Source: an optimization exercise on an open RTL-to-GDS flow (aim: small area). Production flows keep margins and buffers that such runs may drop. In this exercise RTL edits were held to simulation tests only and were not proved equivalent to the original. Power figures rest on the tool's default switching activity, not on a simulated workload.

ember:
Design data_mem_responder, start of the top module:
module data_mem_responder #(
  parameter int DEPTH       = 64,
  parameter int WAIT_STATES = 2
) (
  input  logic              clk,
  input  logic              reset,
  input  logic              req,
  input  logic              MemWrite,
  input  logic [mips_pkg::WORD_W-1:0] A,
  input  logic [mips_pkg::WORD_W-1:0] WD,
  output logic [mips_pkg::WORD_W-1:0] RD,
  output logic              ready,
  output logic              addr_err
);
  localparam int IDX_W    = $clog2(DEPTH);
  localparam int W        = mips_pkg::WORD_W;
  localparam int PORT_GAP = 4;
  logic [1:0]       ph_q;
  logic [IDX_W-1:0] rot_q;
  logic [IDX_W-1:0] idx_q;
  logic             mis_q, we_q, pend_q;
  logic [W-1:0]     wd_q;
  logic [W-1:0]     rd_q;
  logic [DEPTH-1:0] vld_q;
  logic [W-1:0]     mem_q [DEPTH];
  logic             idle, acc;
  logic [IDX_W-1:0] pos;
  logic [W-1:0]     rdata;
  logic             unused;
  assign unused = ^{A[W-1:IDX_W+2]} ^ WAIT_STATES[0];
  assign idle = (ph_q == 2'd0);
  assign acc  = idle & req;
  assign pos  = idx_q + rot_q;
  always_ff @(posedge clk or negedge reset) begin
    if (!reset) begin
      ph_q   <= 2'd0;
      rot_q  <= '0;
      pend_q <= 1'b0;
    end else begin
      if (acc || !idle) ph_q <= ph_q + 2'd1;
      rot_q <= rot_q + 1'b1;
      if (acc)
        pend_q <= MemWrite & (A[1:0] == 2'b00);
      else if (pos[1:0] == 2'(PORT_GAP - 1))
        pend_q <= 1'b0;
    end
  end
  always_ff @(posedge clk) begin
    if (idle) begin
      idx_q <= A[IDX_W+1:2];
      mis_q <= (A[1:0] != 2'b00);
      we_q  <= MemWrite;
      wd_q  <= WD;
    end
  end
  always_ff @(posedge clk or negedge reset) begin
    if (!reset) begin
  ...
For scale: about 2200 flip-flops, ~100 I/O pins, ~61000 um2 of cells after synthesis.
==> flow/config.mk <==
export PLATFORM = sky130hd
export DESIGN_NAME = data_mem_responder
export DESIGN_NICKNAME = data_mem_responder
export VERILOG_FILES = /design/flow/design.v
export SDC_FILE = /design/flow/constraint.sdc
export NUM_CORES = 4
export LEC_CHECK = 0
export CAP_MARGIN = 20
export CORE_MARGIN = 2
export CORE_UTILIZATION = 50
export CTS_BUF_LIST = sky130_fd_sc_hd__clkbuf_8
export CTS_CLUSTER_DIAMETER = 40
export CTS_CLUSTER_SIZE = 15
export PLACE_DENSITY = 0.6
export SLEW_MARGIN = 20
export SYNTH_HIERARCHICAL = 1
==> flow/constraint.sdc <==
create_clock -name core_clock -period 6.5 [get_ports {clk}]
set_input_delay 1.3000 -clock core_clock [delete_from_list [all_inputs] [get_ports {clk}]]
set_output_delay 1.3000 -clock core_clock [all_outputs]
set_load 0.01 [all_outputs]
standard.sh (not shown) runs the stock make flow with config.mk's settings and CLKGATE_MAP_FILE= SYNTH_SCRIPT=/design/flow/synth_recipe.tcl, a recipe that flattens the netlist after the stock synthesis.
==> flow/flow/run.sh <==
#!/bin/bash
# The standard layout, with two changes: the clock tree is built without
# dummy loads, and the ports are buffered with a small buffer.
set -euo pipefail
cd "$(dirname "$0")/.."
bash standard.sh \
  "CTS_ARGS=-sink_clustering_enable -repair_clock_nets -buf_list sky130_fd_sc_hd__clkbuf_8 -sink_clustering_size 15 -sink_clustering_max_diameter 40 -dont_use_dummy_load" \
  "BUFFER_PORTS_ARGS=-buffer_cell sky130_fd_sc_hd__buf_2" \
  finish > standard.log 2>&1
ember: no failed stages, no open violations at the end
Input changes introduced in indigo (baseline for comparison: ember):
==> flow/run.sh (new file) <==
#!/bin/bash
# synth_recipe.tcl (not shown) runs the flow's synth.tcl, then flattens the netlist and writes it again
# the make line also repeats each setting of config.mk as NAME=value (left out here)
make -C /OpenROAD-flow-scripts/flow DESIGN_CONFIG=/design/flow/config.mk WORK_HOME=/design/flow/orfs CLKGATE_MAP_FILE= SYNTH_SCRIPT=/design/flow/synth_recipe.tcl finish
diff --git a/flow/config.mk b/flow/config.mk
--- a/flow/config.mk
+++ b/flow/config.mk
@@ -11,3 +11,3 @@
-export CTS_BUF_LIST = sky130_fd_sc_hd__clkbuf_8
-export CTS_CLUSTER_DIAMETER = 40
-export CTS_CLUSTER_SIZE = 15
+export CTS_BUF_LIST = sky130_fd_sc_hd__clkbuf_16
+export CTS_CLUSTER_DIAMETER = 50
+export CTS_CLUSTER_SIZE = 30
removed: flow/flow/run.sh
removed: flow/standard.sh
Results
Taking indigo as 1.0, ember lands at 0.72 on pin count of the biggest net entering global routing. | clock power | lower: ember |. Note that the clock-buffer cell count recorded for ember amounts to 1.3 times the value seen in indigo. Looking only at global-route wire length before repair, and setting everything else aside, the higher value of indigo and ember goes to indigo. Cmp indigo and ember / largest incremental delay on the critical path / lower: indigo. Sort indigo and ember by post-layout utilization of the core, descending, and indigo comes first. Per the comparison of indigo with ember, share of total power in combinational logic went down by 0.3 points; global-route usage increased 0.69 points; detailed-placement wirelength estimate has decreased; relative contribution of the clock network to total power higher. Diff ember -> indigo | cell area | increase of about 4%.

---

Another version of the RTL of data_mem_responder (not shown whole).
Size: ~3400 cells after synthesis, ~2200 flip-flops, about 100 I/O pins.
export LEC_CHECK = 0
export CAP_MARGIN = 20
export CORE_MARGIN = 2
export CORE_UTILIZATION = 50
export CTS_BUF_LIST = sky130_fd_sc_hd__clkbuf_8
export CTS_CLUSTER_DIAMETER = 40
export CTS_CLUSTER_SIZE = 15
export PLACE_DENSITY = 0.6
export SLEW_MARGIN = 20
export SYNTH_HIERARCHICAL = 1
create_clock -name core_clock -period 6.5 [get_ports {clk}]
==> flow/flow/run.sh <==
#!/bin/bash
# The standard layout, with two changes: the clock tree is built without
# dummy loads, and the ports are buffered with a small buffer.
set -euo pipefail
cd "$(dirname "$0")/.."
bash standard.sh \
  "CTS_ARGS=-sink_clustering_enable -repair_clock_nets -buf_list sky130_fd_sc_hd__clkbuf_8 -sink_clustering_size 15 -sink_clustering_max_diameter 40 -dont_use_dummy_load" \
  "BUFFER_PORTS_ARGS=-buffer_cell sky130_fd_sc_hd__buf_2" \
  finish > standard.log 2>&1
The starting point produced a clean layout.
==> next run, changes <==
==> flow/flow/run.sh (replaced) <==
#!/bin/bash
# The standard layout, with two changes: the clock tree is built without
# dummy loads (one level of sink clusters, small buffers above them), and
# the ports are buffered with a small buffer.
set -euo pipefail
cd "$(dirname "$0")/.."
bash standard.sh \
  "CTS_ARGS=-sink_clustering_enable -repair_clock_nets -buf_list sky130_fd_sc_hd__clkbuf_8 -tree_buf sky130_fd_sc_hd__clkbuf_4 -sink_clustering_size 18 -sink_clustering_max_diameter 50 -sink_clustering_levels 1 -dont_use_dummy_load" \
  "BUFFER_PORTS_ARGS=-buffer_cell sky130_fd_sc_hd__buf_2" \
  finish > standard.log 2>&1
--- a/flow/config.mk
+++ b/flow/config.mk
@@ -10,6 +10,6 @@
 export CORE_UTILIZATION = 50
 export CTS_BUF_LIST = sky130_fd_sc_hd__clkbuf_8
-export CTS_CLUSTER_DIAMETER = 40
-export CTS_CLUSTER_SIZE = 15
+export CTS_CLUSTER_DIAMETER = 50
+export CTS_CLUSTER_SIZE = 18
 export PLACE_DENSITY = 0.6
 export SLEW_MARGIN = 20
=> Core utilization is lower by 0.59 points. Setup slack degrades by 0.012 ns. Sequential power is about the same. Die area is unchanged. Wire length shrinks by 0.66%. Final area goes down by about 1.1%.

---

## job 9629
Another version of the RTL of data_mem_responder (not shown whole).
For scale: ~55000 sq um of cells after synthesis.
clock: 6.5 ns
lec_check: 0
cap_margin: 20
core_margin: 2
core_utilization: 58
cts_buf_list: sky130_fd_sc_hd__clkbuf_8
cts_cluster_diameter: 50
cts_cluster_size: 18
place_density: 0.68
slew_margin: 20
synth_hierarchical: 1
==> flow/flow/run.sh <==
#!/bin/bash
# The standard layout, with two changes: the clock tree is built without
# dummy loads (one level of sink clusters, small buffers above them), and
# the ports are buffered with a small buffer.
set -euo pipefail
cd "$(dirname "$0")/.."
bash standard.sh \
  "CTS_ARGS=-sink_clustering_enable -repair_clock_nets -buf_list sky130_fd_sc_hd__clkbuf_8 -tree_buf sky130_fd_sc_hd__clkbuf_4 -sink_clustering_size 18 -sink_clustering_max_diameter 50 -sink_clustering_levels 1 -dont_use_dummy_load" \
  "BUFFER_PORTS_ARGS=-buffer_cell sky130_fd_sc_hd__buf_2" \
  finish > standard.log 2>&1
Job 9629: all stages complete, timing, DRC and antenna checks passed
Edits applied to the flow inputs when going from job 9629 to job 7991:
Settings: CTS_CLUSTER_DIAMETER changed from 50 to 40; CTS_CLUSTER_SIZE changed from 18 to 15; PLACE_DENSITY changed from 0.68 to 0.6; CORE_UTILIZATION changed from 58 to 50.
==> flow/flow/run.sh <==
#!/bin/bash
# The standard layout, with two changes: the clock tree is built without
# dummy loads, and the ports are buffered with a small buffer.
set -euo pipefail
cd "$(dirname "$0")/.."
bash standard.sh \
  "CTS_ARGS=-sink_clustering_enable -repair_clock_nets -buf_list sky130_fd_sc_hd__clkbuf_8 -sink_clustering_size 15 -sink_clustering_max_diameter 40 -dont_use_dummy_load" \
  "BUFFER_PORTS_ARGS=-buffer_cell sky130_fd_sc_hd__buf_2" \
  finish > standard.log 2>&1
rd_q[23] as the endpoint of the most critical setup path was reported by job 9629, and rd_q[11] by job 7991. Summary of job 7991 over job 9629: clock skew now sits lower; first-pass GRT wire length now sits lower; final RePlAce weighted congestion decreased 4.2%. Diff job 9629 -> job 7991: clock period minus final worst setup slack now smaller, fraction of power consumed by the clock network now larger.
## Diff of input files: job 253 against job 7991
Settings: CORE_UTILIZATION now 55, was 50; CTS_CLUSTER_DIAMETER now 50, was 40; CTS_CLUSTER_SIZE now 18, was 15; PLACE_DENSITY now 0.65, was 0.6.
==> flow/flow/run.sh <==
#!/bin/bash
# The standard layout, with two changes: the clock tree is built without
# dummy loads (one level of sink clusters, small buffers above them), and
# the ports are buffered with a small buffer.
set -euo pipefail
cd "$(dirname "$0")/.."
bash standard.sh \
  "CTS_ARGS=-sink_clustering_enable -repair_clock_nets -buf_list sky130_fd_sc_hd__clkbuf_8 -tree_buf sky130_fd_sc_hd__clkbuf_4 -sink_clustering_size 18 -sink_clustering_max_diameter 50 -sink_clustering_levels 1 -dont_use_dummy_load" \
  "BUFFER_PORTS_ARGS=-buffer_cell sky130_fd_sc_hd__buf_1" \
  finish > standard.log 2>&1
==> comparison <==
- Across job 7991 and job 253, none had a timing, DRC or antenna violation.
- Job 253 vs job 7991 — power dropped by a few percent
- Looking at clock network power share, job 253 sits 2.5 points lower than job 7991 does.
- Delta (job 253 minus job 7991): met3 wire length has decreased; die area has decreased; peak per-stage delay on the critical path has increased.

-- what the ideal ports hide --
How much do the figures lean on ideal ports? The routed layouts below were timed once more, with nothing changed but the port constraints. Step 1 (the two cells are an assumption about what drives the block):
set clk [get_ports {clk}]
set_driving_cell -lib_cell sky130_fd_sc_hd__clkbuf_16 $clk
set_driving_cell -lib_cell sky130_fd_sc_hd__buf_2 [delete_from_list [all_inputs] $clk]
Step 2, shift: input delay + t, output delay - t, t = (earliest + latest rising clock arrival at the registers) / 2. This alone moves slack from input paths to output paths. Slacks: no drivers / after step 1 / after step 2; pairs: no drivers / after step 1.
run | t, ns | slack for setup (ns) | hold WS [ns] | slew at the worst register clock pin (ns) | pins driven straight from the clock port
ember | 0.968 | 1.609 / 1.609 / 1.609 | 0.301 / 0.301 / 0.301 | 0.10 / 0.10 | 1
indigo | 0.834 | 1.561 / 1.561 / 1.561 | 0.323 / 0.323 / 0.323 | 0.10 / 0.10 | 1
the first run of note 2 | 0.901 | 1.189 / 1.189 / 0.813 | 0.271 / 0.271 / 0.271 | 0.09 / 0.09 | 1
the second run of note 2 | 0.944 | 1.177 / 1.177 / 0.802 | 0.260 / 0.260 / 0.260 | 0.11 / 0.11 | 1
job 9629 | 0.922 | 1.164 / 1.164 / 0.915 | 0.249 / 0.249 / 0.249 | 0.11 / 0.11 | 1
job 7991 | 0.910 | 1.193 / 1.193 / 1.006 | 0.249 / 0.249 / 0.249 | 0.09 / 0.09 | 1
job 253 | 0.947 | 1.043 / 1.043 / 0.856 | 0.217 / 0.217 / 0.217 | 0.11 / 0.11 | 1
After both steps every run listed still meets setup and hold. For the first run of note 2, which loses most, drivers alone change the setup slack by 0.000 ns; drivers and shift together by -0.376 ns.
